From an optimization exercise on the open Yosys and OpenROAD flow, aimed at small area, a short achievable clock period and few clock cycles per item; shortcuts taken in it are not production practice. Where RTL was checked, it was by simulation tests only, not by an equivalence proof against the original. No activity file was given, so power comes from the tool's default toggle rates.

## JK
==> module proc_core_param, before the edit <==
module proc_core_param #(
    parameter int DATA_W = 16,
    parameter int NREG   = 16,
    parameter int PC_W   = 8
) (
    input  logic                    clk,
    input  logic                    rst,
    input  logic                    run,
    output logic [PC_W-1:0]         imem_addr,
    input  logic [DATA_W-1:0]       imem_data,
    input  logic [$clog2(NREG)-1:0] dbg_sel,
    output logic [DATA_W-1:0]       dbg_data,
    output logic                    done,
    output logic                    halted,
    output logic                    zero_flag,
    output logic                    carry_flag,
    output logic                    illegal
);
    localparam int RA_W = $clog2(NREG);
    localparam logic [3:0] OP_NOP  = 4'd0;
    localparam logic [3:0] OP_LDI  = 4'd1;
    localparam logic [3:0] OP_MOV  = 4'd2;
    localparam logic [3:0] OP_ADD  = 4'd3;
    localparam logic [3:0] OP_SUB  = 4'd4;
    localparam logic [3:0] OP_JZ   = 4'd5;
    localparam logic [3:0] OP_HALT = 4'd6;
    logic [PC_W-1:0]              fa;
    logic                         dv;
    logic                         ir_v;
    logic [3:0]                   ir_op;
    logic [RA_W-1:0]              ir_rx, ir_ry;
    logic [NREG-1:0][DATA_W-1:0]  regs;
    logic                         ir_tk;
    logic [NREG-1:0]              rzero;
    logic                         we, wzero, d_zero;
    logic [3:0]                   d_op;
    logic                         two_word, ex, first, d_halt, taken, go;
    logic [DATA_W-1:0]            a, b, wdata;
    logic [DATA_W:0]              s;
    logic                         sub;
    assign d_op     = imem_data[DATA_W-1 -: 4];
    assign two_word = (ir_op == OP_LDI) || (ir_op == OP_JZ);
    assign ex       = ir_v && (!two_word || dv);
    assign first    = dv && !(ir_v && two_word);
    assign d_halt   = first && (d_op == OP_HALT);
    assign go       = run && !halted;
    assign a = regs[ir_rx];
    assign b = regs[ir_ry];
    assign taken     = ir_v && dv && ir_tk;
    assign imem_addr = taken ? imem_data[PC_W-1:0] : fa;
    assign sub   = (ir_op == OP_SUB);
    logic [DATA_W-1:0] bx, ag, ap, cg, cp;
    always_comb begin
        bx = b ^ {DATA_W{sub}};
        ag = a & bx;
        ap = a ^ bx;
        cg = ag;
        cp = ap;
        cg[0] = ag[0] | (ap[0] & sub);
        for (int d = 1; d < DATA_W; d = d * 2)
            for (int i = DATA_W - 1; i >= d; i--) begin
                cg[i] = cg[i] | (cp[i] & cg[i-d]);
                cp[i] = cp[i] & cp[i-d];
            end
    end
    assign s = {cg[DATA_W-1], ap ^ {cg[DATA_W-2:0], sub}};
    assign wdata = (ir_op == OP_LDI) ? imem_data : (ir_op == OP_MOV) ? b : s[DATA_W-1:0];
    assign dbg_data = regs[dbg_sel];
    always_comb
        for (int i = 0; i < NREG; i++) rzero[i] = (regs[i] == '0);
    assign we     = ex && (ir_op == OP_LDI || ir_op == OP_MOV || ir_op == OP_ADD || ir_op == OP_SUB);
    assign wzero  = (wdata == '0);
    assign d_zero = (we && ir_rx == imem_data[DATA_W-5 -: RA_W]) ? wzero
                                                                 : rzero[imem_data[DATA_W-5 -: RA_W]];
    always_ff @(posedge clk or posedge rst) begin
        if (rst) begin
            fa    <= '0;
            dv    <= 1'b0;
            ir_v  <= 1'b0;
            ir_op <= '0;
            ir_rx <= '0;
            ir_ry <= '0;
            ir_tk <= 1'b0;
        end else if (go) begin
            dv <= 1'b1;
            fa <= imem_addr + 1'b1;
            if (first) begin
                ir_v  <= !d_halt;
                ir_op <= d_op;
                ir_rx <= imem_data[DATA_W-5 -: RA_W];
                ir_ry <= imem_data[DATA_W-5-RA_W -: RA_W];
                ir_tk <= (d_op == OP_JZ) && d_zero;
            end else if (ex) begin
                ir_v <= 1'b0;
            end
        end else begin
            dv <= 1'b0;
            fa <= fa - {{(PC_W-1){1'b0}}, dv};
        end
    end
    always_ff @(posedge clk or posedge rst) begin
        if (rst) begin
            regs       <= '0;
            done       <= 1'b0;
            halted     <= 1'b0;
            zero_flag  <= 1'b0;
            carry_flag <= 1'b0;
            illegal    <= 1'b0;
        end else begin
            done <= go && ex;
            if (go) begin
                if (d_halt) halted <= 1'b1;
                if (ex) begin
                    case (ir_op)
                        OP_NOP, OP_JZ: ;
                        OP_LDI, OP_MOV: regs[ir_rx] <= wdata;
                        OP_ADD, OP_SUB: begin
                            regs[ir_rx] <= wdata;
                            zero_flag   <= (s[DATA_W-1:0] == '0);
                            carry_flag  <= s[DATA_W] ^ sub;
                        end
                        default: illegal <= 1'b1;
                    endcase
                end
            end
        end
    end
endmodule
clock: 6.0 ns
lec_check: 0
cap_margin: 20
core_margin: 2
core_utilization: 50
setup_slack_margin: 2.5
slew_margin: 20
run.sh (not shown) runs the stock make flow with config.mk's settings and CLKGATE_MAP_FILE= SYNTH_SCRIPT=/design/flow/synth_recipe.tcl, a recipe that flattens the netlist after the stock synthesis.
JK did not stop at any stage, and its layout met the timing, design-rule and antenna checks.
Edits applied to the flow inputs when going from JK to MS:
--- a/flow/design.v
+++ b/flow/design.v
@@ -50,19 +50,5 @@
     assign imem_addr = taken ? imem_data[PC_W-1:0] : fa;
     assign sub   = (ir_op == OP_SUB);
-    logic [DATA_W-1:0] bx, ag, ap, cg, cp;
-    always_comb begin
-        bx = b ^ {DATA_W{sub}};
-        ag = a & bx;
-        ap = a ^ bx;
-        cg = ag;
-        cp = ap;
-        cg[0] = ag[0] | (ap[0] & sub);
-        for (int d = 1; d < DATA_W; d = d * 2)
-            for (int i = DATA_W - 1; i >= d; i--) begin
-                cg[i] = cg[i] | (cp[i] & cg[i-d]);
-                cp[i] = cp[i] & cp[i-d];
-            end
-    end
-    assign s = {cg[DATA_W-1], ap ^ {cg[DATA_W-2:0], sub}};
+    assign s     = {1'b0, a} + {1'b0, b ^ {DATA_W{sub}}} + {{DATA_W{1'b0}}, sub};
     assign wdata = (ir_op == OP_LDI) ? imem_data : (ir_op == OP_MOV) ? b : s[DATA_W-1:0];
     assign dbg_data = regs[dbg_sel];
[summary]
- End point of the critical path: regs[172]$_DFFE_PP0P_ -> MS, ir_tk$_DFFE_PP0P_ -> JK
- Changes observed in MS relative to JK: placed cell count decreased by 34 relative to the old numbers; count of placed standard cells in the final layout, fillers left out decreased by 1.8% relative to the old numbers.
- On worst max-slew margin expressed relative to the limit, JK loses to MS.
- Gate count after technology mapping: lower on JK
- Relative to JK, minimum clock period after layout has gone down in MS.
- Against JK, clock power in MS fell by more than 10%.
- Looking at worst hold slack, MS sits below JK.
- Between MS and JK, it is MS whose area of the mapped netlist is lower, by 170 um^2.
- Min met2 track demand over resource across JK and MS: MS
- When the final numbers for JK and MS were put side by side, the cell area turned out to be smaller in MS.
- The via count in MS sits 2.2% below the value recorded for JK.
No functional check of the RTL was part of any run of this note.

========
Another version of the RTL of proc_core_param (not shown whole).
For scale: about 1,400 cells after synthesis, roughly 330 flip-flops, roughly 52 I/O pins.
==> module proc_core_param, before the edit <==
module proc_core_param #(
    parameter int DATA_W = 16,
    parameter int NREG   = 16,
    parameter int PC_W   = 8
) (
    input  logic                    clk,
    input  logic                    rst,
    input  logic                    run,
    output logic [PC_W-1:0]         imem_addr,
    input  logic [DATA_W-1:0]       imem_data,
    input  logic [$clog2(NREG)-1:0] dbg_sel,
    output logic [DATA_W-1:0]       dbg_data,
    output logic                    done,
    output logic                    halted,
    output logic                    zero_flag,
    output logic                    carry_flag,
    output logic                    illegal
);
    localparam int RA_W = $clog2(NREG);
    localparam logic [3:0] OP_NOP  = 4'd0;
    localparam logic [3:0] OP_LDI  = 4'd1;
    localparam logic [3:0] OP_MOV  = 4'd2;
    localparam logic [3:0] OP_ADD  = 4'd3;
    localparam logic [3:0] OP_SUB  = 4'd4;
    localparam logic [3:0] OP_JZ   = 4'd5;
    localparam logic [3:0] OP_HALT = 4'd6;
    logic [PC_W-1:0]              fa;
    logic                         dv;
    logic                         ir_v, ir_ldi, ir_mov, ir_add, ir_sub, ir_jz, ir_ill;
    logic [RA_W-1:0]              ir_rx;
    logic [DATA_W-1:0]            opa, opb, opa_d, opb_d;
    logic [NREG-1:0][DATA_W-1:0]  regs;
    logic [NREG-1:0]              valid, wrow;
    logic [3:0]                   d_op;
    logic [RA_W-1:0]              d_rx, d_ry;
    logic                         two_word, ex, first, d_halt, opa_zero, taken, go, we;
    logic [DATA_W-1:0]            wdata, rd_a, rd_b;
    logic [DATA_W:0]              s;
    assign d_op     = imem_data[DATA_W-1 -: 4];
    assign d_rx     = imem_data[DATA_W-5 -: RA_W];
    assign d_ry     = imem_data[DATA_W-5-RA_W -: RA_W];
    assign two_word = ir_ldi || ir_jz;
    assign ex       = ir_v && (!two_word || dv);
    assign first    = dv && !(ir_v && two_word);
    assign d_halt   = first && (d_op == OP_HALT);
    assign go       = run && !halted;
    assign we       = ex && (ir_ldi || ir_mov || ir_add || ir_sub);
    proc_core_param_zero16 u_z_opa (.x(opa), .y(opa_zero));
    assign taken     = ir_v && dv && ir_jz && opa_zero;
    assign imem_addr = taken ? imem_data[PC_W-1:0] : fa;
    logic [DATA_W-1:0] bx;
    assign bx    = opb ^ {DATA_W{ir_sub}};
    assign s     = {1'b0, opa} + {1'b0, bx} + {{DATA_W{1'b0}}, ir_sub};
    assign wdata = ir_ldi ? imem_data : ir_mov ? opb : s[DATA_W-1:0];
    logic [NREG-1:0]  dbg_oh, a_oh, b_oh;
    assign dbg_oh = ({{(NREG-1){1'b0}}, 1'b1} << dbg_sel) & valid;
    assign a_oh   = ({{(NREG-1){1'b0}}, 1'b1} << d_rx) & valid;
    assign b_oh   = ({{(NREG-1){1'b0}}, 1'b1} << d_ry) & valid;
    proc_core_param_rdmux_fast #(.N(NREG), .W(DATA_W)) u_rd_dbg (.oh(dbg_oh), .r(regs), .q(dbg_data));
    proc_core_param_rdmux #(.N(NREG), .W(DATA_W)) u_rd_a   (.oh(a_oh),   .r(regs), .q(rd_a));
    proc_core_param_rdmux #(.N(NREG), .W(DATA_W)) u_rd_b   (.oh(b_oh),   .r(regs), .q(rd_b));
    always_ff @(posedge clk or posedge rst) begin
        if (rst) begin
            fa     <= '0;
            dv     <= 1'b0;
            ir_v   <= 1'b0;
            ir_ldi <= 1'b0;
            ir_mov <= 1'b0;
            ir_add <= 1'b0;
            ir_sub <= 1'b0;
            ir_jz  <= 1'b0;
            ir_ill <= 1'b0;
            ir_rx  <= '0;
        end else if (go) begin
            dv <= 1'b1;
            fa <= imem_addr + 1'b1;
            if (first) begin
                ir_v   <= !d_halt;
                ir_ldi <= (d_op == OP_LDI);
                ir_mov <= (d_op == OP_MOV);
                ir_add <= (d_op == OP_ADD);
                ir_sub <= (d_op == OP_SUB);
                ir_jz  <= (d_op == OP_JZ);
                ir_ill <= (d_op > OP_HALT);
                ir_rx  <= d_rx;
            end else if (ex) begin
                ir_v <= 1'b0;
            end
        end else begin
            dv <= 1'b0;
            fa <= fa - {{(PC_W-1){1'b0}}, dv};
        end
    end
    assign opa_d = (we && ir_rx == d_rx) ? wdata : rd_a;
    assign opb_d = (we && ir_rx == d_ry) ? wdata : rd_b;
    always_ff @(posedge clk) begin
        if (go && first) begin
            opa <= opa_d;
            opb <= opb_d;
        end
    end
    assign wrow = (go && we) ? ({{(NREG-1){1'b0}}, 1'b1} << ir_rx) : '0;
    always_ff @(posedge clk)
        for (int i = 0; i < NREG; i++)
            if (wrow[i]) regs[i] <= wdata;
    always_ff @(posedge clk or posedge rst) begin
        if (rst) valid <= '0;
        else     valid <= valid | wrow;
    end
    always_ff @(posedge clk or posedge rst) begin
        if (rst) begin
            done       <= 1'b0;
            halted     <= 1'b0;
            zero_flag  <= 1'b0;
            carry_flag <= 1'b0;
            illegal    <= 1'b0;
        end else begin
            done <= go && ex;
            if (go) begin
                if (d_halt) halted <= 1'b1;
                if (ex && (ir_add || ir_sub)) begin
                    zero_flag  <= (s[DATA_W-1:0] == '0);
                    carry_flag <= s[DATA_W] ^ ir_sub;
                end
                if (ex && ir_ill) illegal <= 1'b1;
            end
        end
    end
endmodule
==> flow/config.mk <==
export PLATFORM = sky130hd
export DESIGN_NAME = proc_core_param
export DESIGN_NICKNAME = proc_core_param
export VERILOG_FILES = /design/flow/design.v
export SDC_FILE = /design/flow/constraint.sdc
export NUM_CORES = 4
export LEC_CHECK = 0
export CAP_MARGIN = 20
export CORE_MARGIN = 2
export CORE_UTILIZATION = 50
export CTS_CLUSTER_DIAMETER = 100
export CTS_CLUSTER_SIZE = 20
export SETUP_SLACK_MARGIN = 2.2
export SLEW_MARGIN = 20
export SYNTH_HIERARCHICAL = 1
export SYNTH_MINIMUM_KEEP_SIZE = 0
==> flow/constraint.sdc <==
create_clock -name core_clock -period 6.0 [get_ports {clk}]
set_input_delay 1.2000 -clock core_clock [delete_from_list [all_inputs] [get_ports {clk}]]
set_output_delay 1.2000 -clock core_clock [all_outputs]
set_load 0.01 [all_outputs]
standard.sh (not shown) runs the stock make flow with config.mk's settings and CLKGATE_MAP_FILE= SYNTH_SCRIPT=/design/flow/synth_recipe.tcl, a recipe that flattens the netlist after the stock synthesis.
==> flow/flow/run.sh <==
#!/bin/bash
# Standard layout; the port buffers are buf_4 cells instead of the default choice.
bash standard.sh "BUFFER_PORTS_ARGS=-buffer_cell sky130_fd_sc_hd__buf_4" finish > standard.log 2>&1
Testbench counts at the start, summed over its fixed seeds: cycles 21,661, instrs 15,299.
Rerun with:
--- a/flow/design.v
+++ b/flow/design.v
@@ -99,11 +99,21 @@
             opb <= opb_d;
         end
     end
     assign wrow = (go && we) ? ({{(NREG-1){1'b0}}, 1'b1} << ir_rx) : '0;
-    always_ff @(posedge clk)
-        for (int i = 0; i < NREG; i++)
-            if (wrow[i]) regs[i] <= wdata;
+    logic [NREG-1:0][DATA_W-1:0]  regs_d;
+    logic [NREG-1:0]              nwrow;
+    logic [DATA_W-1:0]            wdata_n;
+    assign nwrow   = ~wrow;
+    assign wdata_n = ~wdata;
+    for (genvar i = 0; i < NREG; i++) begin : g_wrow
+        for (genvar j = 0; j < DATA_W; j++) begin : g_wbit
+            logic h;
+            proc_core_param_nand2 u_h (.a(regs[i][j]), .b(nwrow[i]), .y(h));
+            proc_core_param_o21ai u_d (.a1(wdata_n[j]), .a2(nwrow[i]), .b1(h), .y(regs_d[i][j]));
+        end
+    end
+    always_ff @(posedge clk) regs <= regs_d;
     always_ff @(posedge clk or posedge rst) begin
         if (rst) valid <= '0;
         else     valid <= valid | wrow;
     end
@@ -201,4 +211,10 @@
     output logic        y
 );
     assign y = ~|x;
 endmodule
+module proc_core_param_o21ai (
+    input  logic a1, a2, b1,
+    output logic y
+);
+    assign y = ~((a1 | a2) & b1);
+endmodule
What happened: Global-route usage grows by 0.45 points. Worst hold slack improves by 0.0039 ns. Sequential share of layout area went down by 12 points. Design area fell by 3.5%. Die area decreases by 2.0%. Synthesized area falls by 2.1%. Power came out higher by 13%. Combinational power went up by about 7%. Via count went up by 16%. Final cell count rises by 25%. Clock-buffer cell count went up by 5.
Testbench counts after the change, summed over its fixed seeds: cycles 21,661, instrs 15,299.

-- afterwards: timing with drivers on the ports --
No port has a modelled driver above. Below, the same layouts with a new extraction and two added sets of constraints.
Step 1 assumes that a clkbuf_16 drives the clock port and a buf_2 every other input.
Step 2 also shifts input and output timing later by t, the mid clock arrival at the registers, as if the neighbouring blocks saw the same clock.
a / b / c = ideal ports / drivers / drivers and shift; a / b = the first two.
run	t (ns)	setup WS [ns]	clock arrival spread, ns	slew at the worst register clock pin (ns)
JK	0.615	1.139 / 1.139 / 1.120	0.022 / 0.021	0.07 / 0.07
MS	0.609	1.539 / 1.539 / 1.520	0.025 / 0.026	0.07 / 0.07
the first run of note 2	0.592	2.141 / 2.120 / 2.120	0.027 / 0.026	0.09 / 0.09
the second run of note 2	0.591	2.101 / 2.067 / 2.037	0.021 / 0.021	0.10 / 0.10
After both steps every run listed still meets setup and hold. The setup slack of the second run of note 2, which loses most, moves by -0.034 ns with the drivers and by -0.064 ns with both steps.
